Context: an optimization exercise on an open-source flow, tuned for small area, a short achievable clock period and few clock cycles per item. The choices shown serve that exercise and are no tape-out recipe.
The RTL was checked by simulation tests, not by an equivalence proof against the original design.
No activity file was given, so power comes from the tool's default toggle rates.

## flow/run.sh

```bash
#!/bin/bash
# synth_recipe.tcl (not shown) runs the flow's synth.tcl, then flattens the netlist and writes it again
# the make line also repeats each setting of config.mk as NAME=value (left out here)
make -C /OpenROAD-flow-scripts/flow DESIGN_CONFIG=/design/flow/config.mk WORK_HOME=/design/flow/orfs CLKGATE_MAP_FILE= SYNTH_SCRIPT=/design/flow/synth_recipe.tcl finish
```

## flow/constraint.sdc

```tcl
create_clock -name core_clock -period 10.0 [get_ports {clock}]
set_input_delay 2.0000 -clock core_clock [delete_from_list [all_inputs] [get_ports {clock}]]
set_output_delay 2.0000 -clock core_clock [all_outputs]
set_load 0.01 [all_outputs]
```

## flow/config.mk

```make
export PLATFORM = sky130hd
export DESIGN_NAME = muldiv_seq
export DESIGN_NICKNAME = muldiv_seq
export VERILOG_FILES = /design/flow/design.v
export SDC_FILE = /design/flow/constraint.sdc
export NUM_CORES = 4
export LEC_CHECK = 0
export ABC_AREA = 1
export CAP_MARGIN = 20
export CORE_MARGIN = 2
export CORE_UTILIZATION = 40
export PLACE_DENSITY = 0.6
export SLEW_MARGIN = 20
```

## flow/design.v

```verilog
package muldiv_pkg;
  typedef enum logic [2:0] {
    MD_MUL    = 3'b000,
    MD_MULH   = 3'b001,
    MD_MULHSU = 3'b010,
    MD_MULHU  = 3'b011,
    MD_DIV    = 3'b100,
    MD_DIVU   = 3'b101,
    MD_REM    = 3'b110,
    MD_REMU   = 3'b111
  } md_func_t;
  typedef enum logic [2:0] {
    ST_IDLE = 3'd0,
    ST_MUL  = 3'd1,
    ST_DIV  = 3'd2,
    ST_FIX  = 3'd3,
    ST_DONE = 3'd4
  } md_state_t;
  function automatic logic is_div(input md_func_t f);
    is_div = (f == muldiv_pkg::MD_DIV) || (f == muldiv_pkg::MD_DIVU) || (f == muldiv_pkg::MD_REM) || (f == muldiv_pkg::MD_REMU);
  endfunction
endpackage
module div_iter #(
  parameter int DWIDTH = 32
) (
  input  logic              clock,
  input  logic              reset,
  input  logic              load,
  input  logic [DWIDTH-1:0] dividend,
  input  logic [DWIDTH-1:0] divisor,
  output logic [DWIDTH-1:0] quotient,
  output logic [DWIDTH-1:0] remainder,
  output logic              last
);
  localparam int CW = $clog2(DWIDTH + 1);
  logic [DWIDTH-1:0] r_rem;
  logic [DWIDTH-1:0] r_quo;
  logic [DWIDTH-1:0] r_dvs;
  logic [CW-1:0]     r_cnt;
  logic [DWIDTH:0]   w_shift;
  logic [DWIDTH:0]   w_trial;
  assign w_shift = {r_rem, r_quo[DWIDTH-1]};
  assign w_trial = w_shift - {1'b0, r_dvs};
  always_ff @(posedge clock) begin
    if (reset) begin
      r_rem <= '0;
      r_quo <= '0;
      r_dvs <= '0;
      r_cnt <= '0;
    end else if (load) begin
      r_rem <= '0;
      r_quo <= dividend;
      r_dvs <= divisor;
      r_cnt <= CW'(DWIDTH);
    end else if (r_cnt != '0) begin
      if (!w_trial[DWIDTH]) begin
        r_rem <= w_trial[DWIDTH-1:0];
        r_quo <= {r_quo[DWIDTH-2:0], 1'b1};
      end else begin
        r_rem <= w_shift[DWIDTH-1:0];
        r_quo <= {r_quo[DWIDTH-2:0], 1'b0};
      end
      r_cnt <= r_cnt - CW'(1);
    end
  end
  assign quotient  = r_quo;
  assign remainder = r_rem;
  assign last      = (r_cnt == CW'(1));
endmodule
module muldiv_seq #(
  parameter int DWIDTH    = 32,
  parameter int FRAC_BITS = 29
) (
  input  logic              clock,
  input  logic              reset,
  input  logic              start,
  input  logic              kill,
  input  logic [2:0]        MDFunc,
  input  logic [DWIDTH-1:0] A,
  input  logic [DWIDTH-1:0] B,
  output logic [DWIDTH-1:0] MDOut,
  output logic              busy,
  output logic              done
);
  localparam int W = 50;   
  logic [31:0]  r_a;       
  logic [31:0]  r_b;       
  logic [2:0]   r_bx;      
  logic [2:0]   r_f;
  logic [2:0]   r_ff;      
  logic [23:0]  r_plo;     
  logic [W-1:0] r_s;       
  logic [W-1:0] r_c;       
  logic         r_cy;      
  logic         r_first;   
  logic [5:0]   r_one, r_two, r_neg;   
  logic [31:0]  r_out;
  logic         r_busy, r_done;
  logic         st_m, st_fin, st_dx, st_di;
  logic [4:0]   r_cnt;
  logic [5:0]   r_ca, r_cb;   
  logic         r_fa, r_fb;   
  logic         r_na, r_nb;   
  wire rk  = reset | kill;
  wire acc = start & ~r_busy & ~rk;
  wire        sgn_a = ~(r_f[1] & r_f[0]);
  wire        sgn_b = ~r_f[1];
  wire [34:0] ax    = {{3{sgn_a & r_a[31]}}, r_a};
  wire [34:0] ax2   = {ax[33:0], 1'b0};
  logic [W-1:0] pp [6];
  always_comb begin
    for (int t = 0; t < 6; t++) begin
      logic [34:0] m;
      m     = (({35{r_one[t]}} & ax) | ({35{r_two[t]}} & ax2)) ^ {35{r_neg[t]}};
      pp[t] = {{(W-35){m[34]}}, m} << (2*t);
    end
  end
  wire bfill = sgn_b & r_b[31];
  logic [W-1:0] kconst;
  always_comb begin
    kconst = '0;
    kconst[10] = r_b[11];
    kconst[22] = r_b[23];
    kconst[34] = bfill;
  end
  logic [W-1:0] xr [6];
  always_comb begin
    xr[0] = pp[0];
    for (int t = 1; t < 6; t++) xr[t] = pp[t] | ({{(W-1){1'b0}}, r_neg[t-1]} << (2*t-2));
  end
  wire [W-1:0] xs = r_first ? kconst : {{12{r_s[W-1]}}, r_s[W-1:12]};
  wire [W-1:0] xc = r_first ? '0     : {{12{r_c[W-1]}}, r_c[W-1:12]};
  function automatic logic [2*W-1:0] csa(input logic [W-1:0] a, input logic [W-1:0] b,
                                         input logic [W-1:0] c);
    csa = {a ^ b ^ c, (a & b) | (a & c) | (b & c)};
  endfunction
  logic [W-1:0] l1s0, l1c0, l1s1, l1c1, l2s0, l2c0, l2s1, l2c1, l3s, l3c, ts, tc;
  always_comb begin
    logic [2*W-1:0] r;
    r = csa(xr[0], xr[1], xr[2]); l1s0 = r[2*W-1:W]; l1c0 = {r[W-2:0], 1'b0};
    r = csa(xr[3], xr[4], xr[5]); l1s1 = r[2*W-1:W]; l1c1 = {r[W-2:0], 1'b0};
    r = csa(l1s0, l1c0, l1s1);    l2s0 = r[2*W-1:W]; l2c0 = {r[W-2:0], 1'b0};
    r = csa(l1c1, xs, xc);        l2s1 = r[2*W-1:W]; l2c1 = {r[W-2:0], 1'b0};
    r = csa(l2s0, l2c0, l2s1);    l3s  = r[2*W-1:W]; l3c  = {r[W-2:0], 1'b0};
    r = csa(l3s, l3c, l2c1);      ts   = r[2*W-1:W]; tc   = {r[W-2:0], 1'b0};
  end
  wire [12:0] chunk = r_first ? 13'd0 : ({1'b0, r_s[11:0]} + {1'b0, r_c[11:1], r_cy});
  wire [39:0] fin   = r_s[39:0] + {r_c[39:1], r_cy};
  wire        m_last    = st_m & (r_cnt == 5'd2);
  wire        m_prelast = st_m & (r_cnt == 5'd1);
  logic [31:0] mres;
  always_comb begin
    case (r_ff[1:0])
      2'd0:    mres = {fin[7:0], r_plo};
      2'd1:    mres = fin[FRAC_BITS-24 +: 32];
      default: mres = fin[39:8];
    endcase
  end
  wire [12:0] nbits = r_busy ? {r_b[23:12], r_b[11]} : {B[11:0], 1'b0};
  logic [5:0] e_one, e_two, e_neg;
  always_comb begin
    for (int t = 0; t < 6; t++) begin
      logic b2, b1, b0;
      b2 = nbits[2*t+2];
      b1 = nbits[2*t+1];
      b0 = nbits[2*t];
      e_one[t] = b1 ^ b0;
      e_two[t] = (b2 & ~b1 & ~b0) | (~b2 & b1 & b0);
      e_neg[t] = b2;
    end
  end
  function automatic logic [2:0] lz8(input logic [7:0] x);
    casez (x)
      8'b1???????: lz8 = 3'd0;
      8'b01??????: lz8 = 3'd1;
      8'b001?????: lz8 = 3'd2;
      8'b0001????: lz8 = 3'd3;
      8'b00001???: lz8 = 3'd4;
      8'b000001??: lz8 = 3'd5;
      8'b0000001?: lz8 = 3'd6;
      default:     lz8 = 3'd7;
    endcase
  endfunction
  function automatic logic [5:0] clz32(input logic [31:0] x);
    logic z3, z2, z1, z0;
    z3 = (x[31:24] == 8'd0);
    z2 = (x[23:16] == 8'd0);
    z1 = (x[15:8]  == 8'd0);
    z0 = (x[7:0]   == 8'd0);
    if (!z3)      clz32 = {3'b000, lz8(x[31:24])};
    else if (!z2) clz32 = {3'b001, lz8(x[23:16])};
    else if (!z1) clz32 = {3'b010, lz8(x[15:8])};
    else if (!z0) clz32 = {3'b011, lz8(x[7:0])};
    else          clz32 = 6'd32;
  endfunction
  function automatic logic ones_tail(input logic [31:0] x);
    ones_tail = &(x[31:1] | ~x[30:0]);
  endfunction
  wire in_sa = ~MDFunc[0] & A[31];
  wire in_sb = ~MDFunc[0] & B[31];
  wire [6:0]  sd      = {1'b0, r_cb} - {1'b0, r_ca} - {6'd0, r_fb} + {6'd0, r_fa};
  wire        dz      = r_cb[5] & ~r_nb;
  wire        dx_skip = st_dx & (sd[6] | dz);
  wire [31:0] ua      = r_na ? -r_a : r_a;
  wire [34:0] bx      = {{3{r_nb}}, r_b};
  wire [34:0] nbx     = (bx ^ {35{~r_nb}}) + {34'd0, ~r_nb};      
  wire [34:0] dalign  = {nbx[33:0], 1'b0} << {sd[4:1], 1'b0};     
  wire [35:0] rem = {4'b0000, r_a};
  wire [35:0] e0  = {r_bx[2], r_bx, r_b};
  wire [35:0] e1  = {e0[35], e0[35:1]};
  wire [35:0] tA  = rem + e0;
  wire [35:0] tB  = rem + e1;
  wire [35:0] u0  = rem ^ e0 ^ e1;
  wire [35:0] u1  = {((rem & e0) | (rem & e1) | (e0 & e1)), 1'b0};
  wire [35:0] tC  = u0 + u1;
  wire        q1  = ~tA[35];
  wire        q2  = q1 ? ~tC[35] : ~tB[35];
  logic [31:0] rem2;
  always_comb begin
    case ({q1, q2})
      2'b11:   rem2 = tC[31:0];
      2'b10:   rem2 = tA[31:0];
      2'b01:   rem2 = tB[31:0];
      default: rem2 = r_a;
    endcase
  end
  wire        di_last = st_di & (r_cnt == 5'd0);
  wire        isrem = r_ff[1];
  wire [31:0] dsel  = isrem ? r_a : r_c[31:0];
  wire        dng   = isrem ? r_na : (r_na ^ r_nb);
  wire [31:0] dneg  = (dsel ^ {32{dng}}) + {31'd0, dng};
  wire [31:0] dres  = (dz & ~isrem) ? 32'hFFFF_FFFF : dneg;
  wire fin_next = m_last | dx_skip | di_last;
  wire m_next   = (acc & ~MDFunc[2]) | (st_m & ~m_last);
  wire dx_next  = acc & MDFunc[2];
  wire di_next  = (st_dx & ~dx_skip) | (st_di & ~di_last);
  always_ff @(posedge clock) begin
    if (rk) begin
      st_m   <= 1'b0;
      st_dx  <= 1'b0;
      st_di  <= 1'b0;
      st_fin <= 1'b0;
      r_busy <= 1'b0;
      r_done <= 1'b0;
    end else begin
      st_m   <= m_next;
      st_dx  <= dx_next;
      st_di  <= di_next;
      st_fin <= fin_next;
      r_busy <= (m_next & ~m_prelast) | dx_next | di_next;
      r_done <= st_fin;
    end
  end
  always_ff @(posedge clock) begin
    if (!r_busy) begin
      r_a  <= A;
      r_b  <= B;
      r_f  <= MDFunc;
      r_ca <= clz32(A ^ {32{in_sa}});
      r_cb <= clz32(B ^ {32{in_sb}});
      r_fa <= in_sa & ones_tail(A);
      r_fb <= in_sb & ones_tail(B);
      r_na <= in_sa;
      r_nb <= in_sb;
    end else if (st_m) begin
      r_b <= {{12{bfill}}, r_b[31:12]};
    end else if (st_dx) begin
      r_a <= ua;
      {r_bx, r_b} <= dalign;
    end else if (st_di) begin
      r_a <= rem2;
      {r_bx, r_b} <= {r_bx[2], r_bx[2], r_bx, r_b[31:2]};
    end
    r_first <= ~r_busy;
    r_one   <= e_one;
    r_two   <= e_two;
    r_neg   <= e_neg;
    r_s <= ts;
    if (st_di)      r_c <= {r_c[W-3:0], q1, q2};
    else if (st_dx) r_c <= '0;
    else            r_c <= tc;
    if (st_m) begin
      r_cy  <= chunk[12];
      r_plo <= {chunk[11:0], r_plo[23:12]};
    end
    if (fin_next) r_ff <= r_f;
    if (!r_busy)     r_cnt <= 5'd0;
    else if (st_m)   r_cnt <= r_cnt + 5'd1;
    else if (st_dx)  r_cnt <= {1'b0, sd[4:1]};
    else if (st_di)  r_cnt <= r_cnt - 5'd1;
    r_out <= r_ff[2] ? dres : mres;
  end
  assign MDOut = r_out;
  assign busy  = r_busy;
  assign done  = r_done;
endmodule
```

==> flow_summary.json, run 1 <==
{
  "status": "complete, no violations",
  "yosys_register_bits": 272,
  "rr_worst_depth": 21,
  "critPathKind": "reg2reg",
  "dr.pass1.iters": 8,
  "synth_edf_count": 114,
  "track_usage_pct": 33.8,
  "path_clk_slew_ns": 0.07,
  "cap_violations": 0,
  "max_freq_ghz": 0.187,
  "syn_to_final_growth_pct": 9.19,
  "period_minus_slack_ns": 5.34,
  "clockBufferDepth": 3,
  "hp-start": "r_f[2]",
  "synth_compound_area_share_pct": 15.2,
  "n_fill_cell": 9687,
  "setup_violations": 0,
  "tns_ns": 0,
  "crit_start": "r_a[1]",
  "cp-endpoint": "r_a[8]",
  "wl_per_cell_um": 24.6,
  "tightest_slew_ns": 1.12,
  "drc": 0,
  "dp.cells": 6584,
  "crit_path_end_kind": "flip-flop",
  "fin_skew_ns": 0.0232,
  "r2r_start": "r_a[1]",
  "synth_area_mm2": 0.0370,
  "power_density_mw_per_mm2": 286,
  "clk_latency_ns": 0.58,
  "async_flop_share_pct": 0,
  "worstSetupStartpointType": "flip-flop",
  "drt_iter0_markers": 4550,
  "drt-vias-per-instance": 5.72,
  "core-area_mm2": 0.0917,
  "antenna_found_initial": 10,
  "cpPeakStageDelay_ns": 0.65,
  "ys_top_cells_by_area": "fa_1, nand2_1, edfxtp_1",
  "synth_top_family_by_area": "simple AND/OR/NAND/NOR gates",
  "hold_viol": 0,
  "synth-simple-area-share_pct": 26.7,
  "grtUsageMet1_pct": 42.5,
  "slowest_stage": "ha_1",
  "grt_pass1_wl_um": 238000,
  "cts_buffers": 37,
  "vias": 38000,
  "place_congestion": 1.05,
  "post_cts_buffers": 0,
  "die_h_um": 308,
  "cts_hold_buf": 0,
  "grt_util_met2_pct": 56.0,
  "cp_max_fo": 17,
  "cp_num_cells": 21,
  "synth_common_cells": "nand2_1, inv_1, nor2_1",
  "synthDistinctLibCells": 63,
  "synth_top_area_cell": "fa_1",
  "reg2reg_to": "r_a[8]",
  "finalWirelength_um": 163000,
  "yosys_most_used_dff": "dfxtp_1",
  "synth-seq-area-share_pct": 17.8,
  "r2r_slack_ns": 4.66,
  "crit_chain": "fa_1 > ha_1 > inv_1 > fa_1 > inv_1 > nand3_1 > nand3_1 > nand2_1 > nand2_1 > nand2_1 > nand3_1 > nand3_1 > nand2_1 > ha_1 > inv_1 > a21oi_1 > o21ai_0 > nand2_1 > o21bai_1 > nand3_1 > a21oi_1",
  "fin_crit_sh_pct": 53.4,
  "clkSinkCount": 272,
  "max-slew-margin-rel_pct": 24.6,
  "port_buffers": 104,
  "rsz0062_at_grt": "no",
  "cp_data_required_time_ns": 10.40,
  "postRouteAntennaNets": 0,
  "use_met3_pct": 5.06,
  "rows": 111,
  "grt_overflow": 0,
  "syn-num-nets": 5969,
  "leakage_nw": 18.9,
  "yosysMostFrequentCell": "nand2_1",
  "io_pins": 105,
  "cp_top_family": "adder cells",
  "finalWorstSetupSlack_ns": 4.66,
  "syn-mean-instance-area_um2": 6.79,
  "fp.dieW_um": 308,
  "cts_root_buf": "clkbuf_16",
  "synth_xor_area_share_pct": 9.14,
  "stdcell_count": 6654,
  "pre_cts_ws_ns": 4.77,
  "synth_top_cell_area_share_pct": 14.6,
  "critPathBufInv": 3,
  "drive_above_1_share_pct": 3.17,
  "slew_viol_final": 0,
  "min_path_type": "reg2reg",
  "postSynthCellCount": 5451,
  "layout.nets": 5956,
  "arrival_ns": 5.74,
  "cts_max_level": 2,
  "post_cts_resized": 0,
  "grt_max_degree": 69,
  "post-route-util_pct": 44.1,
  "hpwlAfterDp_um": 130000,
  "synthMuxAreaShare_pct": 0.0609,
  "ir_drop_mv": 0.192,
  "initial_core_util_pct": 40.4,
  "synth_warnings": 3,
  "fp.dieArea_mm2": 0.0949,
  "grt_pass1_vias": 36600,
  "top_usage_layer": "met2",
  "synthAdderAreaFrac_pct": 20.6,
  "cts_tree": "done"
}
report_power, final:
group	leakage [nW]	switching, mW	total, mW	internal, mW
clock	0.621	0.590	1.45	0.856
sequential	2.49	0.310	1.85	1.54
combinational	15.8	5.31	8.27	2.96
metrics by stage:
step	total power [mW]	area, µm²	hold slack, ns
6_report	11.6	40400	0.421
5_1_grt	12.4	40400	0.426
4_1_cts	11.5	40400	0.422
3_5_place_dp	10.0	39100	0.408
3_3_place_gp	9.97	39100	0.407
2_1_floorplan	6.97	37000	0.394
placed cells by master, fill, tap and decap left out, types with 15 or more instances in the layout:
cell | Yosys | final
or2_2 | 22 | 22
o22ai_1 | 212 | 212
inv_1 | 794 | 791
nand2_1 | 1229 | 1229
dfxtp_1 | 158 | 151
o21bai_1 | 29 | 29
xnor2_1 | 57 | 57
nand4_1 | 53 | 53
a21oi_1 | 307 | 307
nand3b_1 | 31 | 31
buf_4 | 5 | 42
o211ai_1 | 17 | 17
clkdlybuf4s50_1 | 0 | 104
o21ai_0 | 287 | 287
nand3_1 | 431 | 431
xor2_1 | 303 | 302
ha_1 | 177 | 177
nor2_1 | 494 | 490
a31oi_1 | 23 | 23
fa_1 | 270 | 270
edfxtp_1 | 114 | 114
nor3_1 | 56 | 56
a21o_1 | 20 | 20
a22o_1 | 15 | 15
clkbuf_16 | 0 | 42
cell families (layout without fill, tap and decap cells):
kind of cell               Yosys count  count (layout)
and+or+nand+nor                   2357            2357
buffers and inverters             1013            1027
AOI/OAI and AO/OA                  986             986
adders and majority gates          447             447
xor gates and xnor gates           374             374
DFF                                272             272
muxes                                2               2
other                                0               3
how the worst min path moves through the flow:
stage                   end  slack (ns)  cells past startpoint
floorplan            r_done        0.39                      2
global placement    r_ff[2]        0.41                      0
detailed placement  r_ff[2]        0.41                      0
CTS                 r_ff[2]        0.42                      0
global route        r_ff[2]        0.43                      0
finish              r_ff[2]        0.42                      0
sequential cells by signal (all words and copies together) (netlist names), 3 cells and up:
register / flops
r_c: 50
r_neg: 6
r_cb: 6
r_bx: 3
r_f: 3
r_one: 6
r_two: 6
r_a: 32
r_b: 32
r_ca: 6
r_s: 46
r_out: 32
r_cnt: 5
r_plo: 24
r_ff: 3
worst register-to-register path, cell delays in order (launching register included):
cell	delay (ns)
edfxtp_1	0.55
fa_1	0.60
ha_1	0.19
inv_1	0.07
fa_1	0.49
inv_1	0.12
nand3_1	0.08
nand3_1	0.25
nand2_1	0.08
nand2_1	0.15
nand2_1	0.11
nand3_1	0.11
nand3_1	0.17
nand2_1	0.14
ha_1	0.65
inv_1	0.59
a21oi_1	0.25
o21ai_0	0.10
nand2_1	0.06
o21bai_1	0.13
nand3_1	0.10
a21oi_1	0.17
layout make-up:
cell class	instances	area, µm²	area share (%)
multi-input cells	4166	26600	65.8
flip-flops and latches	272	6600	16.3
inverters	813	3050	7.55
well taps	1186	1480	3.67
repair buffers	148	1410	3.49
clock buffers	53	1110	2.75
clock inverters	13	161	0.400
diodes	3	7.51	0.0186
metal layers:
| metal | vias to the layer above | routed length [µm] | share of wire (%) |
|---|---|---|---|
| met3 | 412 | 13300 | 8.1 |
| met2 | 1919 | 75400 | 46 |
| li1 | 17800 | - | - |
| met5 | - | 26 | 0.016 |
| met1 | 17900 | 64700 | 40 |
| met4 | 4 | 10000 | 6.1 |
Testbench counts, summed over its fixed seeds: cycles 11,729, ops 3,200.
==> inputs of run 2 (changes only) <==
--- a/flow/config.mk
+++ b/flow/config.mk
@@ -5,7 +5,6 @@
 export SDC_FILE = /design/flow/constraint.sdc
 export NUM_CORES = 4
 export LEC_CHECK = 0
-export ABC_AREA = 1
 export CAP_MARGIN = 20
 export CORE_MARGIN = 2
 export CORE_UTILIZATION = 40
==> run 2 against run 1 <==
Worst setup slack lost 1.7 ns; register-to-register slack lost 1.7 ns; critical path type unchanged; global-route usage shrank 4.4 points; clock skew grew 0.023 ns; synthesized cell count shrank 21%; highest routed layer unchanged; non-clock buffer count grew 27; largest power group unchanged; final cell count shrank 19%; count of clock-buffer cells in the layout shrank 7; core utilization shrank 0.40 points.
==> flow_summary.json, run 2 <==
{
  "status": "complete, no violations",
  "whs_ns": 0.420,
  "synth_edf_count": 114,
  "ys_top_cells_by_area": "fa_1, edfxtp_1, dfxtp_1",
  "power_density_mw_per_mm2": 260,
  "grt_max_degree": 77,
  "clkSinkCount": 272,
  "place_congestion": 0.992,
  "syn-mean-instance-area_um2": 8.39,
  "synth_top_area_cell": "fa_1",
  "yosys_register_bits": 272,
  "fin_skew_ns": 0.0462,
  "tns_ns": 0,
  "fin_area_mm2": 0.0392,
  "critPathKind": "reg2reg",
  "postRouteAntennaNets": 0,
  "synthDistinctLibCells": 108,
  "path_clk_slew_ns": 0.06,
  "yosys_most_used_dff": "dfxtp_1",
  "most-common-layout-cells": "inv_1, fa_1, nand2_1, a21oi_1, nor2_1",
  "syn_to_final_growth_pct": 8.55,
  "cap_violations": 0,
  "layout.nets": 4718,
  "drc": 0,
  "largest_reg_flops": 50,
  "dr.pass1.iters": 6,
  "drt_iter0_markers": 4336,
  "cp_data_required_time_ns": 10.23,
  "grt_pass1_wl_um": 209000,
  "crit_top_cell": "buf_4",
  "synth_warnings": 3,
  "multi_input_area_mm2": 0.0270,
  "initial_core_util_pct": 40.2,
  "r2r_slack_ns": 2.91,
  "antenna_found_initial": 3,
  "arrival_ns": 7.32,
  "clockBufferDepth": 3,
  "cts_root_buf": "clkbuf_16",
  "cp_max_fo": 43,
  "grt_overflow": 0,
  "port_buffers": 104,
  "max-slew-margin-rel_pct": 23.4,
  "die_h_um": 304,
  "ff_latch_area_mm2": 0.00660,
  "synth_top_family_by_area": "compound AO/OA/AOI/OAI gates",
  "synthMuxAreaShare_pct": 2.69,
  "drt-vias-per-instance": 6.30,
  "cts_hold_buf": 0,
  "synth_compound_area_share_pct": 25.0,
  "cpPeakStageDelay_ns": 0.69,
  "crit_path_end_kind": "flip-flop",
  "min_path_type": "reg2reg",
  "postSynthCellCount": 4303,
  "io_pins": 105,
  "rows": 110,
  "grt_pass1_vias": 31800,
  "drive_above_1_share_pct": 5.18,
  "max_freq_ghz": 0.141,
  "yosysMostFrequentCell": "inv_1",
  "tightest_slew_ns": 1.14,
  "fin_crit_sh_pct": 70.9,
  "ir_drop_mv": 0.137,
  "cts_tree": "done",
  "wl_per_cell_um": 25.7,
  "fp.dieArea_mm2": 0.0927,
  "setup_violations": 0,
  "synth-seq-area-share_pct": 18.2,
  "synthAdderAreaFrac_pct": 21.1,
  "slew_viol_final": 0,
  "n_fill_cell": 9031,
  "cts_max_level": 2,
  "worstSetupStartpointType": "flip-flop",
  "hold_viol": 0,
  "layout_commonest_cell": "inv_1",
  "period_minus_slack_ns": 7.09,
  "vias": 34100,
  "fp.dieW_um": 304,
  "slowest_stage": "inv_1",
  "track_usage_pct": 29.4,
  "finalWirelength_um": 139000,
  "synth_top_cell_area_share_pct": 15.0,
  "async_flop_share_pct": 0,
  "post_cts_resized": 0,
  "leakage_nw": 15.8,
  "post_cts_buffers": 0,
  "place_area_mm2": 0.0379,
  "core-area_mm2": 0.0897,
  "synth_xor_area_share_pct": 11.3,
  "synth-simple-area-share_pct": 14.5,
  "hpwlAfterDp_um": 107000,
  "rsz0062_at_grt": "no",
  "cts_buffers": 37,
  "largest-register": "r_c",
  "crit_chain": "fa_1 > ha_1 > inv_1 > fa_1 > nand2b_1 > a21oi_1 > o41ai_1 > buf_4 > o21ai_1 > a21oi_1 > o31ai_4 > mux2_2 > o2bb2ai_1 > ha_1 > buf_4 > inv_1 > o211ai_1 > o211ai_1 > buf_4",
  "synth_common_cells": "inv_1, fa_1, clkbuf_1, nand2_1, nor2_1",
  "synth_area_mm2": 0.0361,
  "reg.largest.list": "r_c (50), r_s (46)",
  "clk_latency_ns": 0.60,
  "syn-num-nets": 4821
}
==> run 2: path summary, 6_finish.rpt <==
kind,start,to,depth (start not counted)
setup / recovery,r_b[2],r_a[23],19
hold / removal,st_fin,r_done,1
setup reg to reg,r_b[2],r_a[23],19
hold reg to reg,st_fin,r_done,1
==> run 2: metrics by stage <==
step	utilization (%)	cells	worst slack [ns]	power (mW)
2_1_floorplan	-	4303	4.18	6.45
3_3_place_gp	42.3	5336	3.20	8.65
3_5_place_dp	42.3	5336	3.08	8.72
4_1_cts	43.7	5403	3.05	10.1
5_1_grt	43.7	5404	2.59	11.0
6_report	43.7	5407	2.91	10.2
==> run 2: worst max-delay path, delay by kind of cell, from the launching register on <==
kind	cells	cell delay (ns)
buf+inv	5	1.65
mux	1	0.38
compound gates	8	2.29
flops	1	0.66
simple gates	1	0.18
fa+ha+maj	4	1.51
==> run 2: cells by family after synthesis <==
group                    count (synthesis)
AND/OR/NAND/NOR                       1053
flip-flops                             272
XOR/XNOR                               458
AO/OA/AOI/OAI                         1310
multiplexers                            85
adder cells (fa/ha/maj)                447
buffers and inverters                  678
==> run 2: cell type report <==
cell class              instances  share of cell area (%)
diodes                          3                  0.0192
clock buffers                  46                    2.61
clock inverters                21                   0.511
inverters                     361                    3.46
multi-input cells            3353                    68.8
flip-flops and latches        272                    16.9
well taps                    1176                    3.75
repair buffers                175                    4.02
==> run 2: per-layer routing <==
metal	up-vias	GRT usage [%]	routed length, µm
met5	-	0	27
met4	4	11.5	6180
met3	311	6.88	14700
met2	1808	44.7	60000
met1	16800	40.2	58400
li1	15200	-	-
==> run 2: where the power goes <==
group / switching [mW] / internal, mW / leakage [nW]
combinational: 4.07 / 2.88 / 12.7
clock: 0.600 / 0.765 / 0.592
sequential: 0.339 / 1.53 / 2.50
total: 5.00 / 5.18 / 15.8
==> inputs of run 3 (changes only) <==
--- a/flow/design.v
+++ b/flow/design.v
@@ -84,6 +84,7 @@
 );
   localparam int W = 50;   
   logic [31:0]  r_a;       
+  logic [3:0]   r_ax;      
   logic [31:0]  r_b;       
   logic [2:0]   r_bx;      
   logic [2:0]   r_f;
@@ -96,7 +97,7 @@
   logic [5:0]   r_one, r_two, r_neg;   
   logic [31:0]  r_out;
   logic         r_busy, r_done;
-  logic         st_m, st_fin, st_dx, st_di;
+  logic         st_m, st_fin, st_dx, st_di, st_dc;
   logic [4:0]   r_cnt;
   logic [5:0]   r_ca, r_cb;   
   logic         r_fa, r_fb;   
@@ -203,34 +204,31 @@
   wire        dx_skip = st_dx & (sd[6] | dz);
   wire [31:0] ua      = r_na ? -r_a : r_a;
   wire [34:0] bx      = {{3{r_nb}}, r_b};
-  wire [34:0] nbx     = (bx ^ {35{~r_nb}}) + {34'd0, ~r_nb};      
-  wire [34:0] dalign  = {nbx[33:0], 1'b0} << {sd[4:1], 1'b0};     
-  wire [35:0] rem = {4'b0000, r_a};
-  wire [35:0] e0  = {r_bx[2], r_bx, r_b};
-  wire [35:0] e1  = {e0[35], e0[35:1]};
-  wire [35:0] tA  = rem + e0;
-  wire [35:0] tB  = rem + e1;
-  wire [35:0] u0  = rem ^ e0 ^ e1;
-  wire [35:0] u1  = {((rem & e0) | (rem & e1) | (e0 & e1)), 1'b0};
-  wire [35:0] tC  = u0 + u1;
-  wire        q1  = ~tA[35];
-  wire        q2  = q1 ? ~tC[35] : ~tB[35];
-  logic [31:0] rem2;
-  always_comb begin
-    case ({q1, q2})
-      2'b11:   rem2 = tC[31:0];
-      2'b10:   rem2 = tA[31:0];
-      2'b01:   rem2 = tB[31:0];
-      default: rem2 = r_a;
-    endcase
-  end
+  wire [34:0] pbx     = (bx ^ {35{r_nb}}) + {34'd0, r_nb};        
+  wire [34:0] dalign  = {pbx[33:0], 1'b0} << {sd[4:1], 1'b0};     
+  wire [35:0] rem = {r_ax, r_a};
+  wire        s0  = r_ax[3];
+  wire [35:0] d0  = {1'b0, r_bx, r_b};
+  wire [35:0] d1  = {2'b00, r_bx, r_b[31:1]};
+  wire [35:0] g0  = d0 ^ {36{~s0}};           
+  wire [35:0] tX  = rem + g0 + {35'd0, ~s0};
+  wire [35:0] ua0 = rem ^ g0 ^ ~d1;
+  wire [35:0] va0 = {((rem & g0) | (rem & ~d1) | (g0 & ~d1)), ~s0};
+  wire [35:0] tYa = ua0 + va0 + 36'd1;        
+  wire [35:0] ub0 = rem ^ g0 ^ d1;
+  wire [35:0] vb0 = {((rem & g0) | (rem & d1) | (g0 & d1)), ~s0};
+  wire [35:0] tYb = ub0 + vb0;                
+  wire        q1  = ~tX[35];
+  wire [35:0] tY  = q1 ? tYa : tYb;
+  wire        q2  = ~tY[35];
   wire        di_last = st_di & (r_cnt == 5'd0);
   wire        isrem = r_ff[1];
   wire [31:0] dsel  = isrem ? r_a : r_c[31:0];
   wire        dng   = isrem ? r_na : (r_na ^ r_nb);
   wire [31:0] dneg  = (dsel ^ {32{dng}}) + {31'd0, dng};
   wire [31:0] dres  = (dz & ~isrem) ? 32'hFFFF_FFFF : dneg;
-  wire fin_next = m_last | dx_skip | di_last;
+  wire dc_next  = di_last & r_f[1] & tY[35];    
+  wire fin_next = m_last | dx_skip | (di_last & ~dc_next) | st_dc;
   wire m_next   = (acc & ~MDFunc[2]) | (st_m & ~m_last);
   wire dx_next  = acc & MDFunc[2];
   wire di_next  = (st_dx & ~dx_skip) | (st_di & ~di_last);
@@ -239,6 +237,7 @@
       st_m   <= 1'b0;
       st_dx  <= 1'b0;
       st_di  <= 1'b0;
+      st_dc  <= 1'b0;
       st_fin <= 1'b0;
       r_busy <= 1'b0;
       r_done <= 1'b0;
@@ -246,8 +245,9 @@
       st_m   <= m_next;
       st_dx  <= dx_next;
       st_di  <= di_next;
+      st_dc  <= dc_next;
       st_fin <= fin_next;
-      r_busy <= (m_next & ~m_prelast) | dx_next | di_next;
+      r_busy <= (m_next & ~m_prelast) | dx_next | di_next | dc_next;
       r_done <= st_fin;
     end
   end
@@ -256,8 +256,8 @@
       r_a  <= A;
       r_b  <= B;
       r_f  <= MDFunc;
-      r_ca <= clz32(A ^ {32{in_sa}});
-      r_cb <= clz32(B ^ {32{in_sb}});
+      r_ca <= in_sa ? clz32(~A) : clz32(A);
+      r_cb <= in_sb ? clz32(~B) : clz32(B);
       r_fa <= in_sa & ones_tail(A);
       r_fb <= in_sb & ones_tail(B);
       r_na <= in_sa;
@@ -265,11 +265,14 @@
     end else if (st_m) begin
       r_b <= {{12{bfill}}, r_b[31:12]};
     end else if (st_dx) begin
-      r_a <= ua;
+      r_a  <= ua;
+      r_ax <= 4'd0;
       {r_bx, r_b} <= dalign;
     end else if (st_di) begin
-      r_a <= rem2;
-      {r_bx, r_b} <= {r_bx[2], r_bx[2], r_bx, r_b[31:2]};
+      {r_ax, r_a} <= tY;
+      {r_bx, r_b} <= di_last ? {1'b0, r_bx, r_b[31:1]} : {2'b00, r_bx, r_b[31:2]};
+    end else if (st_dc) begin
+      {r_ax, r_a} <= tX;                       
     end
     r_first <= ~r_busy;
     r_one   <= e_one;
--- a/flow/config.mk
+++ b/flow/config.mk
@@ -5,6 +5,7 @@
 export SDC_FILE = /design/flow/constraint.sdc
 export NUM_CORES = 4
 export LEC_CHECK = 0
+export ABC_AREA = 1
 export CAP_MARGIN = 20
 export CORE_MARGIN = 2
 export CORE_UTILIZATION = 40
==> run 3 against run 2 <==
Synthesized area rose by 11%; final cell count rose by 37%; clock skew fell by 0.017 ns; still clean on timing, DRC and antenna; sequential cell count rose by 5; total power rose by 13%; synthesized cell count rose by 41%; wire length rose by 33%; critical endpoint is now r_a[22]; worst setup slack improved by 2.0 ns; critical path type unchanged; sequential share of layout area fell by 1.5 points; clock power rose by 9.6%; combinational power rose by 17%.
==> flow_summary.json, run 3 <==
{
  "clk_latency_ns": 0.63,
  "cp_max_fo": 10,
  "synth_edf_count": 118,
  "critPathKind": "reg2reg",
  "cp_data_required_time_ns": 10.36,
  "max-slew-margin-rel_pct": 22.6,
  "track_usage_pct": 35.6,
  "postSynthCellCount": 6073,
  "rsz0062_at_grt": "no",
  "arrival_ns": 5.49,
  "drc": 0,
  "leakage_nw": 20.8,
  "synth_compound_area_share_pct": 14.9,
  "max_freq_ghz": 0.195,
  "cp_top_family": "adder cells",
  "hold_viol": 0,
  "finalWirelength_um": 185000,
  "drt_iter0_markers": 5045,
  "largest-register": "r_c",
  "fin_area_mm2": 0.0437,
  "fin_skew_ns": 0.0297,
  "status": "complete, no violations",
  "critPathBufInv": 4,
  "slew_viol_final": 0,
  "grt_pass1_wl_um": 270000,
  "cpPeakStageDelay_ns": 0.70,
  "cts_hold_buf": 0,
  "synthAdderAreaFrac_pct": 20.9,
  "synth_top_area_cell": "fa_1",
  "async_flop_share_pct": 0,
  "ys_top_cells_by_area": "fa_1, nand2_1, inv_1",
  "synth_warnings": 3,
  "postRouteAntennaNets": 0,
  "pre_cts_ws_ns": 5.07,
  "post-route-util_pct": 43.9,
  "die_h_um": 321,
  "dr.pass1.iters": 7,
  "cts_tree": "done",
  "crit_top_cell": "nand3_1",
  "vias": 42300,
  "finalWorstSetupSlack_ns": 4.87,
  "power_density_mw_per_mm2": 264,
  "clkSinkCount": 277,
  "crit_chain": "clkinv_1 > fa_1 > inv_1 > ha_1 > inv_1 > fa_1 > inv_1 > nand3_1 > nand2_1 > a21boi_0 > o21ai_0 > nand3_1 > nand3_1 > nand3_1 > nand3_1 > nand3_1 > nand2_1 > nand2_1",
  "syn-mean-instance-area_um2": 6.61,
  "post_cts_resized": 0,
  "layout_commonest_cell": "nand2_1",
  "synth_top_cell_area_share_pct": 15.3,
  "synth-seq-area-share_pct": 16.8,
  "grt_max_degree": 91,
  "yosys_register_bits": 277,
  "place_area_mm2": 0.0424,
  "synth_area_mm2": 0.0401,
  "tightest_slew_ns": 1.15,
  "layout.nets": 6620,
  "fp.dieW_um": 321,
  "min_path_type": "reg2reg",
  "drt-vias-per-instance": 5.73,
  "core-area_mm2": 0.0997,
  "synthMuxAreaShare_pct": 0.0530,
  "wl_per_cell_um": 25.1,
  "io_pins": 105,
  "fin_crit_sh_pct": 51.3,
  "period_minus_slack_ns": 5.13,
  "yosysMostFrequentCell": "nand2_1",
  "path_clk_slew_ns": 0.06,
  "antenna_found_initial": 11,
  "largest_reg_flops": 50,
  "grt_pass1_vias": 41000,
  "clockBufferDepth": 3,
  "slowest_stage": "o21ai_0",
  "synth-simple-area-share_pct": 27.8,
  "post_cts_buffers": 0,
  "reg.largest.list": "r_c (50), r_s (46)",
  "synth_top_family_by_area": "simple AND/OR/NAND/NOR gates",
  "synth_xor_area_share_pct": 7.99,
  "setup_violations": 0,
  "fp.dieArea_mm2": 0.103,
  "initial_core_util_pct": 40.2,
  "syn_to_final_growth_pct": 9.06,
  "worstSetupStartpointType": "flip-flop",
  "rows": 116,
  "whs_ns": 0.433,
  "hpwlAfterDp_um": 149000,
  "ir_drop_mv": 0.200,
  "place_congestion": 1.03,
  "drive_above_1_share_pct": 2.87,
  "synthDistinctLibCells": 62,
  "grt_overflow": 0,
  "syn-num-nets": 6631,
  "crit_path_end_kind": "flip-flop",
  "yosys_most_used_dff": "dfxtp_1",
  "synth_common_cells": "nand2_1, inv_1, nor2_1",
  "cts_buffers": 38,
  "tns_ns": 0,
  "most-common-layout-cells": "nand2_1, inv_1, nor2_1, nand3_1, o21ai_0",
  "port_buffers": 104,
  "cap_violations": 0,
  "cts_root_buf": "clkbuf_16",
  "cts_max_level": 2
}
run 3: changes by cell type after synthesis, sizes merged, moves of 83 or more:
cell	delta
nand2	+1125
clkbuf	-160
nor2	+294
nand3	+459
o22ai	+158
a22oi	-208
inv	+638
o21ai	+140
xor2	+99
nand2b	-83
xnor2	-192
run 3: per-stage QoR:
stage	power [mW]	std cells
after floorplan	6.98	6073
after global placement	9.81	7318
after global routing	12.5	7393
final	11.5	7395
after detailed placement	9.87	7318
after CTS	11.4	7388
run 3: power breakdown:
| part | total (mW) | leakage, nW | internal (mW) | switching (mW) |
|---|---|---|---|---|
| sequential | 1.89 | 2.55 | 1.56 | 0.339 |
| combinational | 8.15 | 17.6 | 2.90 | 5.26 |
| clock | 1.49 | 0.637 | 0.855 | 0.636 |
| total | 11.5 | 20.8 | 5.31 | 6.23 |
run 3: final cells by class:
class / count / area (µm²)
fillers: 10700 / 56000
flip-flops and latches: 277 / 6740
well taps: 1298 / 1620
clock inverters: 23 / 254
repair buffers: 161 / 1510
clock buffers: 47 / 1050
multi-input cells: 4575 / 28800
diodes: 5 / 12.5
inverters: 1009 / 3790
run 3: cell families after synthesis:
family,Yosys count
compound gates,1045
xor+xnor,361
fa+ha+maj,487
buf+inv,1221
flops,277
mux,2
simple gates,2680
run 3: worst paths after layout:
check          from  endpoint  slack, ns  cells after the start
min reg2reg  r_f[2]   r_ff[2]       0.43                      0
max reg2reg  r_a[0]   r_a[22]       4.87                     18
max          r_a[0]   r_a[22]       4.87                     18
min          r_f[2]   r_ff[2]       0.43                      0
run 3: metal layers:
metal  GRT usage (%)  part of all wire, %  up-vias
met4            25.6                  8.4        2
met3            7.25                  9.1      548
met5               0               0.0070        -
met2            56.0                   44     2296
li1                -                    -    19600
met1            43.3                   39    19900
Testbench counts of run 3, summed over its fixed seeds: cycles 11,851, ops 3,200.
==> inputs of run 4 (changes only) <==
==> flow/flow/run.sh (new file) <==
#!/bin/bash
# Standard ORFS layout, with timing repair aimed at a tighter target than the
# 10 ns constraint (the constraint itself is unchanged) and strong port buffers.
set -euo pipefail
bash standard.sh finish \
  "SETUP_SLACK_MARGIN=6.5" \
  "BUFFER_PORTS_ARGS=-buffer_cell sky130_fd_sc_hd__buf_4" \
  > standard_flow.log 2>&1
==> flow/standard.sh (new file) <==
#!/bin/bash
# synth_recipe.tcl (not shown) runs the flow's synth.tcl, then flattens the netlist and writes it again
# the make line also repeats each setting of config.mk as NAME=value (left out here)
make -C /OpenROAD-flow-scripts/flow DESIGN_CONFIG=/design/flow/config.mk WORK_HOME=/design/flow/orfs CLKGATE_MAP_FILE= SYNTH_SCRIPT=/design/flow/synth_recipe.tcl "${@:-finish}"
removed: flow/run.sh
==> run 4 against run 3 <==
Clock power about the same; final cell count grew 4.2%; critical path depth is the same.
==> flow_summary.json, run 4 <==
{
  "core-area_mm2": 0.0997,
  "crit_chain": "buf_12 > buf_12 > buf_16 > xor2_4 > fa_2 > ha_4 > a21oi_4 > o21ai_0 > inv_1 > nand2_1 > nand2_2 > nand2_1 > nand2_2 > nand4_1 > nand3_2 > nand3_1 > nand2_1 > nor2_1",
  "ff_latch_area_mm2": 0.00675,
  "synth_warnings": 3,
  "tns_ns": 0,
  "clockBufferDepth": 3,
  "cts_buffers": 39,
  "synth_area_mm2": 0.0401,
  "fin_skew_ns": 0.0326,
  "yosysMostFrequentCell": "nand2_1",
  "slew_viol_final": 0,
  "finalWirelength_um": 209000,
  "synth_top_cell_area_share_pct": 15.3,
  "cp_max_fo": 5,
  "slowest_stage": "fa_2",
  "syn-mean-instance-area_um2": 6.61,
  "crit_top_cell": "nand2_1",
  "yosys_register_bits": 277,
  "dr.pass1.iters": 8,
  "layout.nets": 6926,
  "io_pins": 105,
  "whs_ns": 0.423,
  "synth_edf_count": 118,
  "drive_above_1_share_pct": 21.2,
  "arrival_ns": 4.14,
  "cpPeakStageDelay_ns": 0.65,
  "cts_max_level": 2,
  "cts_root_buf": "clkbuf_16",
  "largest-register": "r_c",
  "postRouteAntennaNets": 0,
  "drt_iter0_markers": 6287,
  "ir_drop_mv": 0.228,
  "grt_max_degree": 82,
  "async_flop_share_pct": 0,
  "path_clk_slew_ns": 0.06,
  "synthDistinctLibCells": 62,
  "cap_violations": 0,
  "fin_crit_sh_pct": 37.9,
  "grt_pass1_vias": 43500,
  "ys_top_cells_by_area": "fa_1, nand2_1, inv_1",
  "multi_input_area_mm2": 0.0334,
  "grt_overflow": 0,
  "drc": 0,
  "synth-seq-area-share_pct": 16.8,
  "period_minus_slack_ns": 3.79,
  "cp_data_required_time_ns": 10.35,
  "setup_violations": 0,
  "worstSetupStartpointType": "flip-flop",
  "syn_to_final_growth_pct": 28.9,
  "place_congestion": 1.11,
  "largest_reg_flops": 50,
  "hpwlAfterDp_um": 157000,
  "max_freq_ghz": 0.264,
  "cts_tree": "done",
  "leakage_nw": 23.4,
  "power_density_mw_per_mm2": 260,
  "yosys_most_used_dff": "dfxtp_1",
  "initial_core_util_pct": 40.2,
  "syn-num-nets": 6631,
  "grt_pass1_wl_um": 293000,
  "port_buffers": 104,
  "synth_common_cells": "nand2_1, inv_1, nor2_1",
  "clkSinkCount": 277,
  "reg.largest.list": "r_c (50), r_s (46)",
  "track_usage_pct": 38.9,
  "tightest_slew_ns": 1.16,
  "antenna_found_initial": 13,
  "rows": 116,
  "synth_top_area_cell": "fa_1",
  "die_h_um": 321,
  "drt-vias-per-instance": 5.92,
  "status": "complete, no violations",
  "clk_latency_ns": 0.63,
  "min_path_type": "reg2reg",
  "max-slew-margin-rel_pct": 21.9,
  "hold_viol": 0,
  "crit_path_end_kind": "flip-flop",
  "n_fill_cell": 9835,
  "wl_per_cell_um": 27.1,
  "postSynthCellCount": 6073,
  "critPathBufInv": 4,
  "rsz0062_at_grt": "yes",
  "vias": 45600,
  "layout_commonest_cell": "nand2_1",
  "critPathKind": "reg2reg",
  "fp.dieW_um": 321,
  "fp.dieArea_mm2": 0.103,
  "most-common-layout-cells": "nand2_1, inv_1, nand3_1, nor2_1, buf_4",
  "cp_top_family": "simple AND/OR/NAND/NOR gates"
}
## run 4: cell families after synthesis
kind of cell,Yosys count,synth area share (%)
simple gates,2680,27.8
buf+inv,1221,11.6
compound gates,1045,14.9
fa+ha+maj,487,20.9
xor+xnor,361,7.99
flops,277,16.8
mux,2,0.0530
## run 4: layout make-up
| cell class | count | share of cell area, % |
|---|---|---|
| diodes | 7 | 0.0339 |
| clock buffers | 52 | 2.22 |
| clock inverters | 20 | 0.358 |
| inverters | 1009 | 7.60 |
| multi-input cells | 4576 | 64.5 |
| flip-flops and latches | 277 | 13.0 |
| well taps | 1298 | 3.14 |
| repair buffers | 460 | 9.03 |
| repair inverters | 5 | 0.0653 |
## run 4: worst reg2reg max path, delay by kind of cell (launching register included)
family / cells / cell delay [ns]
fa+ha+maj: 2 / 0.89
compound gates: 2 / 0.32
flops: 1 / 0.42
simple gates: 9 / 1.11
buf+inv: 4 / 0.59
xor+xnor: 1 / 0.21
## run 4: metal layers
| layer | GRT usage [%] | up-vias | part of all wire [%] |
|---|---|---|---|
| met4 | 29.0 | 8 | 9.6 |
| met5 | 0 | - | 0.023 |
| met1 | 47.2 | 21500 | 37 |
| met3 | 8.42 | 823 | 11 |
| li1 | - | 20200 | - |
| met2 | 60.6 | 3021 | 43 |
## run 4: power breakdown
group          switching [mW]  total [mW]  internal [mW]
Combinational            6.23        10.1           3.85
Sequential              0.327        1.88           1.56
Clock                   0.655        1.50          0.847
Total                    7.21        13.5           6.26
## run 4: per-stage QoR
stage          power, mW  instance area (µm²)  instances  util [%]  worst slack (ns)
6_report            13.5                51700       7704      51.9              6.21
5_1_grt             14.4                51700       7699      51.9              6.17
4_1_cts             12.4                48200       7565      48.4              6.31
3_5_place_dp        10.0                42200       7332      42.4              5.22
3_3_place_gp        9.93                42200       7331      42.3              5.20
2_1_floorplan       6.98                40100       6073         -              6.51
## run 4: worst paths after layout
path / slack [ns] / depth (start not counted) / to / startpoint
setup / recovery: 6.21 / 18 / r_ax[1] / r_ax[3]
hold / removal: 0.42 / 2 / r_done / st_fin
setup reg to reg: 6.21 / 18 / r_ax[1] / r_ax[3]
hold reg to reg: 0.42 / 2 / r_done / st_fin
## run 4: timing repair
item	in CTS	in global routing
endpoints found under the setup margin	184	166
cloned	11	12
pin swaps	110	229
buffers inserted	150	120
hold buffers	0	0
resized for setup	715	539
==> inputs of run 5 (changes only) <==
--- a/flow/flow/run.sh
+++ b/flow/flow/run.sh
@@ -4,5 +4,6 @@
 set -euo pipefail
 bash standard.sh finish \
   "SETUP_SLACK_MARGIN=6.5" \
+  "TNS_END_PERCENT=5" \
   "BUFFER_PORTS_ARGS=-buffer_cell sky130_fd_sc_hd__buf_4" \
   > standard_flow.log 2>&1
==> run 5 against run 4 <==
Still clean; synthesized cell count unchanged; register-to-register slack improved by 0.10 ns; non-clock buffer count is 113 lower; die area did not move; largest cell class unchanged; highest routed layer unchanged.
==> flow_summary.json, run 5 <==
{
  "antenna_found_initial": 8,
  "clockBufferDepth": 3,
  "syn-num-nets": 6631,
  "grt_pass1_vias": 42400,
  "cts_root_buf": "clkbuf_16",
  "crit_path_end_kind": "flip-flop",
  "core-area_mm2": 0.0997,
  "synth_warnings": 3,
  "drt_iter0_markers": 5033,
  "syn-mean-instance-area_um2": 6.61,
  "yosys_most_used_dff": "dfxtp_1",
  "finalWirelength_um": 198000,
  "die_h_um": 321,
  "synth_top_cell_area_share_pct": 15.3,
  "cts_buffers": 40,
  "ys_top_cells_by_area": "fa_1, nand2_1, inv_1",
  "synth_area_mm2": 0.0401,
  "path_clk_slew_ns": 0.06,
  "post-route-util_pct": 48.4,
  "cp_max_fo": 5,
  "hold_path_depth": 2,
  "wl_per_cell_um": 26.1,
  "cts_hold_buf": 0,
  "arrival_ns": 4.04,
  "largest_reg_flops": 50,
  "critPathKind": "reg2reg",
  "drc": 0,
  "setup_violations": 0,
  "place_congestion": 1.05,
  "yosys_register_bits": 277,
  "tightest_slew_ns": 0.998,
  "grt_overflow": 0,
  "rr_worst_depth": 19,
  "min_path_type": "reg2reg",
  "clkSinkCount": 277,
  "reg.largest.list": "r_c (50), r_s (46)",
  "whs_ns": 0.418,
  "layout_commonest_cell": "nand2_1",
  "synth-seq-area-share_pct": 16.8,
  "leakage_nw": 22.3,
  "rows": 116,
  "async_flop_share_pct": 0,
  "tns_ns": 0,
  "worstSetupStartpointType": "flip-flop",
  "stdcell_count": 7590,
  "cap_violations": 0,
  "yosysMostFrequentCell": "nand2_1",
  "grt_pass1_wl_um": 282000,
  "hpwlAfterDp_um": 153000,
  "initial_core_util_pct": 40.2,
  "largest-register": "r_c",
  "synthDistinctLibCells": 62,
  "cts_tree": "done",
  "period_minus_slack_ns": 3.69,
  "fin_crit_sh_pct": 36.9,
  "dp.cells": 7325,
  "fp.dieArea_mm2": 0.103,
  "syn_to_final_growth_pct": 20.2,
  "cts_max_level": 2,
  "max-slew-margin-rel_pct": 32.8,
  "clk_latency_ns": 0.63,
  "port_buffers": 104,
  "ir_drop_mv": 0.164,
  "hold_viol": 0,
  "drive_above_1_share_pct": 14.8,
  "r2r_slack_ns": 6.31,
  "layout.nets": 6814,
  "drt-vias-per-instance": 5.81,
  "cp_data_required_time_ns": 10.35,
  "track_usage_pct": 37.3,
  "status": "complete, no violations",
  "most-common-layout-cells": "nand2_1, inv_1, nand3_1, nor2_1, buf_4",
  "postRouteAntennaNets": 0,
  "vias": 44100,
  "grt_max_degree": 56,
  "synth_common_cells": "nand2_1, inv_1, nor2_1",
  "fp.dieW_um": 321,
  "synth_edf_count": 118,
  "fin_skew_ns": 0.0504,
  "slew_viol_final": 0,
  "postSynthCellCount": 6073,
  "synth_top_area_cell": "fa_1",
  "power_density_mw_per_mm2": 261,
  "rsz0062_at_grt": "yes",
  "max_freq_ghz": 0.271,
  "dr.pass1.iters": 8,
  "io_pins": 105
}
run 5: critical path: stages, from the launching register on:
cell and delay (ns):
edfxtp_1 0.42, buf_6 0.19, buf_16 0.17, xor2_4 0.20, fa_1 0.54, ha_1 0.34, inv_1 0.19, o21bai_1 0.15
nor2_2 0.29, nand2_4 0.10, nand2_2 0.10, nand2_4 0.09, nand2_4 0.08, nand2_1 0.08, nand2_1 0.09, nand3_2 0.11
nand3_2 0.10, nand2_1 0.08, nand2_1 0.06, nor2_1 0.04
run 5: path summary, 6_finish.rpt:
| kind | startpoint | end |
|---|---|---|
| setup / recovery | r_ax[3] | r_a[30] |
| hold / removal | st_fin | r_done |
| setup reg to reg | r_ax[3] | r_a[30] |
| hold reg to reg | st_fin | r_done |
run 5: final cells by class:
class / instances / area [µm²]
well taps: 1298 / 1620
fillers: 10100 / 51500
flip-flops and latches: 277 / 6740
repair buffers: 347 / 3110
inverters: 1009 / 3930
diodes: 4 / 10.0
clock inverters: 22 / 233
multi-input cells: 4576 / 31400
repair inverters: 5 / 35.0
clock buffers: 52 / 1180
run 5: layer usage:
| layer | track usage (%) | part of all wire (%) | up-vias |
|---|---|---|---|
| met4 | 27.4 | 9.1 | 6 |
| li1 | - | - | 20000 |
| met3 | 8.31 | 9.8 | 660 |
| met2 | 58.7 | 44 | 2569 |
| met1 | 44.9 | 38 | 20900 |
| met5 | 0 | 0.021 | - |
run 5: repair_timing:
item	CTS	global route
buffers inserted	100	75
resized for setup	354	350
cloned	7	5
pin swaps	41	96
endpoints found under the setup margin	198	197
run 5: cells by family (layout without fill, tap and decap cells):
| family | after synthesis | count (layout) | share of synthesized area, % |
|---|---|---|---|
| mux | 2 | 2 | 0.0530 |
| fa+ha+maj | 487 | 487 | 20.9 |
| xor+xnor | 361 | 361 | 7.99 |
| flops | 277 | 277 | 16.8 |
| buf+inv | 1221 | 1435 | 11.6 |
| other cells | 0 | 4 | 0 |
| compound gates | 1045 | 1045 | 14.9 |
| simple gates | 2680 | 2681 | 27.8 |
run 5: through the flow:
stage	setup slack [ns]	instance area, µm²	total power [mW]
4_1_cts	6.35	46100	11.9
3_3_place_gp	5.07	42200	9.86
5_1_grt	6.21	48200	13.5
6_report	6.31	48200	12.6
3_5_place_dp	5.11	42200	9.94
2_1_floorplan	6.43	40100	6.98
run 5: power breakdown:
group	internal [mW]	leakage (nW)	switching, mW	total [mW]
clock	0.902	0.693	0.658	1.56
combinational	3.38	19.0	5.79	9.16
sequential	1.56	2.55	0.325	1.88
==> inputs of run 6 (changes only) <==
--- a/flow/flow/run.sh
+++ b/flow/flow/run.sh
@@ -4,6 +4,6 @@
 set -euo pipefail
 bash standard.sh finish \
   "SETUP_SLACK_MARGIN=6.5" \
-  "TNS_END_PERCENT=5" \
+  "TNS_END_PERCENT=1" \
   "BUFFER_PORTS_ARGS=-buffer_cell sky130_fd_sc_hd__buf_4" \
   > standard_flow.log 2>&1
==> run 6 against run 5 <==
Still clean on timing, DRC and antenna; worst setup slack got worse by 0.050 ns; clock power barely moved; worst hold slack barely moved; count of clock-buffer cells in the layout did not move; fmax fell by 1.3%; die area did not move; clock skew rose by 0.0068 ns; largest power group unchanged; highest routed layer unchanged.
==> flow_summary.json, run 6 <==
{
  "clkPwrFrac_pct": 12.6,
  "rsz0062_at_grt": "yes",
  "die_h_um": 321,
  "tightest_slew_ns": 0.992,
  "fp.dieArea_mm2": 0.103,
  "rows": 116,
  "cts_root_buf": "clkbuf_16",
  "clkSinkCount": 277,
  "grt_pass1_wl_um": 282000,
  "worstSetupStartpointType": "flip-flop",
  "critPathKind": "reg2reg",
  "grt_max_degree": 56,
  "p_comb_share_pct": 72.2,
  "synth_warnings": 3,
  "layout.nets": 6774,
  "synth_edf_count": 118,
  "yosysMostFrequentCell": "nand2_1",
  "cts_max_level": 2,
  "cts_tree": "done",
  "wl_per_cell_um": 26.0,
  "synth_area_mm2": 0.0401,
  "initial_core_util_pct": 40.2,
  "arrival_ns": 4.24,
  "synth_top_cell_area_share_pct": 15.3,
  "p_switching_mw": 6.66,
  "cpPeakStageDelay_ns": 0.56,
  "cp_max_fo": 15,
  "multi_input_area_mm2": 0.0307,
  "tns_ns": 0,
  "vias": 43900,
  "ir_drop_mv": 0.162,
  "n_fill_cell": 10200,
  "drive_above_1_share_pct": 12.6,
  "synth_common_cells": "nand2_1, inv_1, nor2_1",
  "drt-vias-per-instance": 5.81,
  "crit_chain": "inv_2 > buf_8 > o22ai_1 > xor2_1 > fa_1 > fa_1 > inv_1 > fa_1 > fa_1 > a22o_1",
  "async_flop_share_pct": 0,
  "hold_viol": 0,
  "leakage_nw": 22.0,
  "clockBufferDepth": 3,
  "crit_top_cell": "fa_1",
  "cts_buffers": 40,
  "synth-seq-area-share_pct": 16.8,
  "antenna_found_initial": 10,
  "finalWirelength_um": 197000,
  "max-slew-margin-rel_pct": 33.2,
  "postSynthCellCount": 6073,
  "dr.pass1.iters": 8,
  "fin_crit_sh_pct": 37.4,
  "drc": 0,
  "slew_viol_final": 0,
  "largest-register": "r_c",
  "core-area_mm2": 0.0997,
  "grt_overflow": 0,
  "slowest_stage": "fa_1",
  "reg.largest.list": "r_c (50), r_s (46)",
  "crit_path_end_kind": "flip-flop",
  "ff_latch_area_mm2": 0.00674,
  "most-common-layout-cells": "nand2_1, inv_1, nor2_1, nand3_1, fa_1",
  "hpwlAfterDp_um": 153000,
  "ys_top_cells_by_area": "fa_1, nand2_1, inv_1",
  "cp_data_required_time_ns": 10.50,
  "clk_latency_ns": 0.64,
  "post-route-util_pct": 47.4,
  "path_clk_slew_ns": 0.06,
  "layout_commonest_cell": "nand2_1",
  "fp.dieW_um": 321,
  "p_total_mw": 12.4,
  "place_congestion": 1.05,
  "cp_top_family": "adder cells",
  "whs_ns": 0.418,
  "dp.cells": 7325,
  "yosys_register_bits": 277,
  "synth_top_area_cell": "fa_1",
  "syn_to_final_growth_pct": 17.8,
  "max_freq_ghz": 0.267,
  "stdcell_count": 7553,
  "seqPwrFrac_pct": 15.2,
  "syn-mean-instance-area_um2": 6.61,
  "critPathBufInv": 3,
  "drt_iter0_markers": 4957,
  "largest_reg_flops": 50,
  "power_density_mw_per_mm2": 262,
  "cap_violations": 0,
  "io_pins": 105,
  "postRouteAntennaNets": 0,
  "switching_share_pct": 53.9,
  "track_usage_pct": 37.3,
  "syn-num-nets": 6631,
  "period_minus_slack_ns": 3.74,
  "p_int_mw": 5.70,
  "setup_violations": 0,
  "grt_pass1_vias": 42400,
  "min_path_type": "reg2reg",
  "fin_skew_ns": 0.0572,
  "port_buffers": 104,
  "yosys_most_used_dff": "dfxtp_1",
  "status": "complete, no violations",
  "synthDistinctLibCells": 62
}
-- run 6: cell counts after synthesis --
No cell type changed its count.
-- run 6: timing repair --
action	in CTS	in global routing
pin swaps	38	42
gates resized for setup	346	197
setup buffers	92	44
setup endpoints to repair	198	198
endpoints found under the hold margin	0	0
cloned	7	4
hold buffers	0	0
-- run 6: routing by layer --
| layer | part of all wire, % | up-vias | GRT usage, % |
|---|---|---|---|
| li1 | - | 19900 | - |
| met1 | 38 | 20800 | 45.0 |
| met2 | 44 | 2508 | 58.9 |
| met3 | 9.8 | 654 | 8.15 |
| met4 | 8.6 | 8 | 26.7 |
| met5 | 0.025 | - | 0 |
-- run 6: layout make-up --
cell class                 instances  area share, %
multi-input combinational       4576           65.0
sequential                       277           14.3
clock inverter                    22          0.493
antenna                            7         0.0371
timing repair inverter             4         0.0635
tap                             1298           3.44
inverter                        1009           8.29
clock buffer                      52           2.50
timing repair buffer             308           5.86
-- run 6: cell families after synthesis --
kind of cell | count (synthesis) | share of synthesized area (%)
and+or+nand+nor | 2680 | 27.8
adders and majority gates | 487 | 20.9
muxes | 2 | 0.0530
xor gates and xnor gates | 361 | 7.99
AOI/OAI and AO/OA | 1045 | 14.9
DFF | 277 | 16.8
buffers and inverters | 1221 | 11.6
-- run 6: per-stage QoR --
stage / setup slack (ns) / cell area [µm²]
final: 6.26 / 47300
after detailed placement: 5.11 / 42200
after global placement: 5.07 / 42200
after floorplan: 6.43 / 40100
after global routing: 6.17 / 47200
after CTS: 6.35 / 46000
-- run 6: final timing paths --
check	cells after the start	start	end	slack (ns)
setup / recovery	10	r_a[22]	r_c[34]	6.26
hold / removal	2	st_fin	r_done	0.42
setup reg to reg	10	r_a[22]	r_c[34]	6.26
hold reg to reg	2	st_fin	r_done	0.42
-- run 6: power groups by stage --
stage | sequential (mW) | clock, mW | combinational (mW)
after floorplan | 1.73 | 0 | 5.25
after global placement | 1.90 | 0 | 7.96
after detailed placement | 1.90 | 0 | 8.04
after CTS | 1.88 | 1.57 | 8.47
after global routing | 1.89 | 1.61 | 9.80
final | 1.88 | 1.56 | 8.92
-- run 6: tightest hold or removal path, stage by stage, from the launching register on --
cell     delay [ns]
dfxtp_1        0.29
inv_1          0.04
nor2_1         0.04
==> inputs of run 7 (changes only) <==
==> flow/flow/run.sh (replaced) <==
#!/bin/bash
# Standard ORFS layout, with timing repair aimed at a tighter target than the
# 10 ns constraint (the constraint itself is unchanged) and strong port buffers.
set -euo pipefail
bash standard.sh finish \
  "SETUP_SLACK_MARGIN=6.2" \
  "TNS_END_PERCENT=1" \
  "BUFFER_PORTS_ARGS=-buffer_cell sky130_fd_sc_hd__buf_4" \
  > standard_flow.log 2>&1
==> run 7 against run 6 <==
Clock skew fell by 0.011 ns; critical endpoint is now r_ax[2]; combinational power fell by 4.9%; synthesized area did not move; clock power barely moved.
==> flow_summary.json, run 7 <==
{
  "wl_per_cell_um": 26.6,
  "drc": 0,
  "p_int_mw": 5.42,
  "max_freq_ghz": 0.248,
  "fp.dieW_um": 321,
  "largest_reg_flops": 50,
  "worstSetupStartpointType": "flip-flop",
  "drt-vias-per-instance": 5.80,
  "layout.nets": 6686,
  "cts_max_level": 2,
  "max-slew-margin-rel_pct": 28.2,
  "port_buffers": 104,
  "synth_common_cells": "nand2_1, inv_1, nor2_1",
  "slowest_stage": "fa_1",
  "syn-num-nets": 6631,
  "fp.dieArea_mm2": 0.103,
  "synth-simple-area-share_pct": 27.8,
  "fin_skew_ns": 0.0459,
  "grt_max_degree": 84,
  "vias": 43200,
  "clk_latency_ns": 0.65,
  "hold_viol": 0,
  "crit_path_end_kind": "flip-flop",
  "rr_worst_depth": 16,
  "synth_edf_count": 118,
  "status": "complete, no violations",
  "synthDistinctLibCells": 62,
  "min_path_type": "reg2reg",
  "fin_crit_sh_pct": 40.3,
  "synth_top_family_by_area": "simple AND/OR/NAND/NOR gates",
  "critPathKind": "reg2reg",
  "ys_top_cells_by_area": "fa_1, nand2_1, inv_1",
  "synth_warnings": 3,
  "rows": 116,
  "synth_top_area_cell": "fa_1",
  "cp_top_family": "simple AND/OR/NAND/NOR gates",
  "p_switching_mw": 6.52,
  "async_flop_share_pct": 0,
  "largest-register": "r_c",
  "clkSinkCount": 277,
  "cp_num_cells": 16,
  "hpwlAfterDp_um": 158000,
  "tightest_slew_ns": 1.07,
  "cap_violations": 0,
  "synth_compound_area_share_pct": 14.9,
  "p_total_mw": 11.9,
  "postSynthCellCount": 6073,
  "io_pins": 105,
  "tns_ns": 0,
  "most-common-layout-cells": "nand2_1, inv_1, nor2_1, nand3_1, o21ai_0",
  "syn_to_final_growth_pct": 11.2,
  "synth_area_mm2": 0.0401,
  "hold_path_depth": 0,
  "cpPeakStageDelay_ns": 0.60,
  "cts_tree": "done",
  "seqPwrFrac_pct": 15.9,
  "slew_viol_final": 0,
  "syn-mean-instance-area_um2": 6.61,
  "cts_root_buf": "clkbuf_16",
  "core-area_mm2": 0.0997,
  "track_usage_pct": 37.8,
  "leakage_nw": 21.3,
  "crit_chain": "bufbuf_16 > xor2_2 > fa_1 > inv_1 > ha_1 > inv_1 > nor3_1 > nand2_1 > nor2_1 > nand4_1 > nand3_1 > nand2_1 > nand3_1 > nand2_1 > nand2_1 > a21oi_1",
  "yosys_register_bits": 277,
  "crit_top_cell": "nand2_1",
  "synth_top_cell_area_share_pct": 15.3,
  "synth_xor_area_share_pct": 7.99,
  "initial_core_util_pct": 40.2,
  "postRouteAntennaNets": 0,
  "synthMuxAreaShare_pct": 0.0530,
  "grt_overflow": 0,
  "p_comb_share_pct": 71.0,
  "drt_iter0_markers": 5093,
  "cp_data_required_time_ns": 10.36,
  "rsz0062_at_grt": "yes",
  "power_density_mw_per_mm2": 268,
  "place_congestion": 1.05,
  "period_minus_slack_ns": 4.03,
  "finalWirelength_um": 198000,
  "synthAdderAreaFrac_pct": 20.9,
  "switching_share_pct": 54.6,
  "cts_buffers": 39,
  "critPathBufInv": 3,
  "antenna_found_initial": 6,
  "synth-seq-area-share_pct": 16.8,
  "path_clk_slew_ns": 0.07,
  "reg.largest.list": "r_c (50), r_s (46)",
  "drive_above_1_share_pct": 6.92,
  "layout_commonest_cell": "nand2_1",
  "grt_pass1_wl_um": 283000,
  "yosys_most_used_dff": "dfxtp_1",
  "clockBufferDepth": 3,
  "die_h_um": 321,
  "arrival_ns": 4.39,
  "setup_violations": 0,
  "clkPwrFrac_pct": 13.1,
  "cp_max_fo": 18,
  "grt_pass1_vias": 41500,
  "yosysMostFrequentCell": "nand2_1",
  "ir_drop_mv": 0.145,
  "dr.pass1.iters": 6
}
run 7: cell counts after synthesis:
No cell type changed its count.
run 7: power groups by stage:
stage | combinational [mW] | clock, mW | sequential, mW
2_1_floorplan | 5.25 | 0 | 1.73
6_report | 8.48 | 1.57 | 1.89
5_1_grt | 9.32 | 1.62 | 1.90
3_5_place_dp | 8.16 | 0 | 1.91
3_3_place_gp | 8.09 | 0 | 1.91
4_1_cts | 8.27 | 1.58 | 1.89
run 7: timing repair:
item,4_1_cts,5_1_grt
gates resized for setup,62,55
pin swaps,3,4
hold buffers,0,0
setup buffers,33,22
endpoints found under the setup margin,145,187
gates cloned,3,2
run 7: final timing paths:
kind | from | end | slack, ns
max reg2reg | r_ax[3] | r_ax[2] | 5.97
max | r_ax[3] | r_ax[2] | 5.97
min | r_f[2] | r_ff[2] | 0.42
min reg2reg | r_f[2] | r_ff[2] | 0.42
run 7: area by class of cell:
class / instances / area [µm²]
Fill cell: 10600 / 55100
Tap cell: 1298 / 1620
Timing Repair Buffer: 222 / 1830
Timing Repair inverter: 4 / 30.0
Inverter: 1009 / 3850
Sequential cell: 277 / 6740
Antenna cell: 1 / 2.50
Multi-Input combinational cell: 4575 / 29100
Clock inverter: 24 / 323
Clock buffer: 47 / 1060
run 7: cells by family (layout without fill, tap and decap cells):
logic type               count (synthesis)  count (layout)
AO/OA/AOI/OAI                         1045            1045
XOR/XNOR                               361             361
adder cells (fa/ha/maj)                487             487
buffers and inverters                 1221            1306
flip-flops                             277             277
multiplexers                             2               2
other                                    0               1
AND/OR/NAND/NOR                       2680            2680
run 7: per-layer routing:
layer / track usage, % / up-vias / wire length (µm)
met5: 0 / - / 13
met4: 27.2 / 2 / 16800
met3: 7.48 / 589 / 18000
met2: 60.8 / 2430 / 88700
met1: 45.1 / 20500 / 74700
li1: - / 19700 / -
run 7: through the flow:
step | worst slack (ns) | instance area (µm²) | hold slack [ns] | utilization (%) | instances
floorplan | 6.31 | 40100 | 0.394 | - | 6073
global placement | 4.97 | 42200 | 0.411 | 42.3 | 7325
detailed placement | 5.00 | 42200 | 0.405 | 42.3 | 7325
CTS | 6.00 | 44200 | 0.409 | 44.3 | 7432
global route | 5.87 | 44600 | 0.431 | 44.7 | 7456
finish | 5.97 | 44600 | 0.417 | 44.7 | 7457
run 7: worst reg2reg max path, cell delays in order (launching register included):
cell	delay, ns
edfxtp_1	0.44
bufbuf_16	0.35
xor2_2	0.27
fa_1	0.60
inv_1	0.07
ha_1	0.35
inv_1	0.14
nor3_1	0.37
nand2_1	0.20
nor2_1	0.19
nand4_1	0.28
nand3_1	0.18
nand2_1	0.06
nand3_1	0.07
nand2_1	0.07
nand2_1	0.06
a21oi_1	0.07
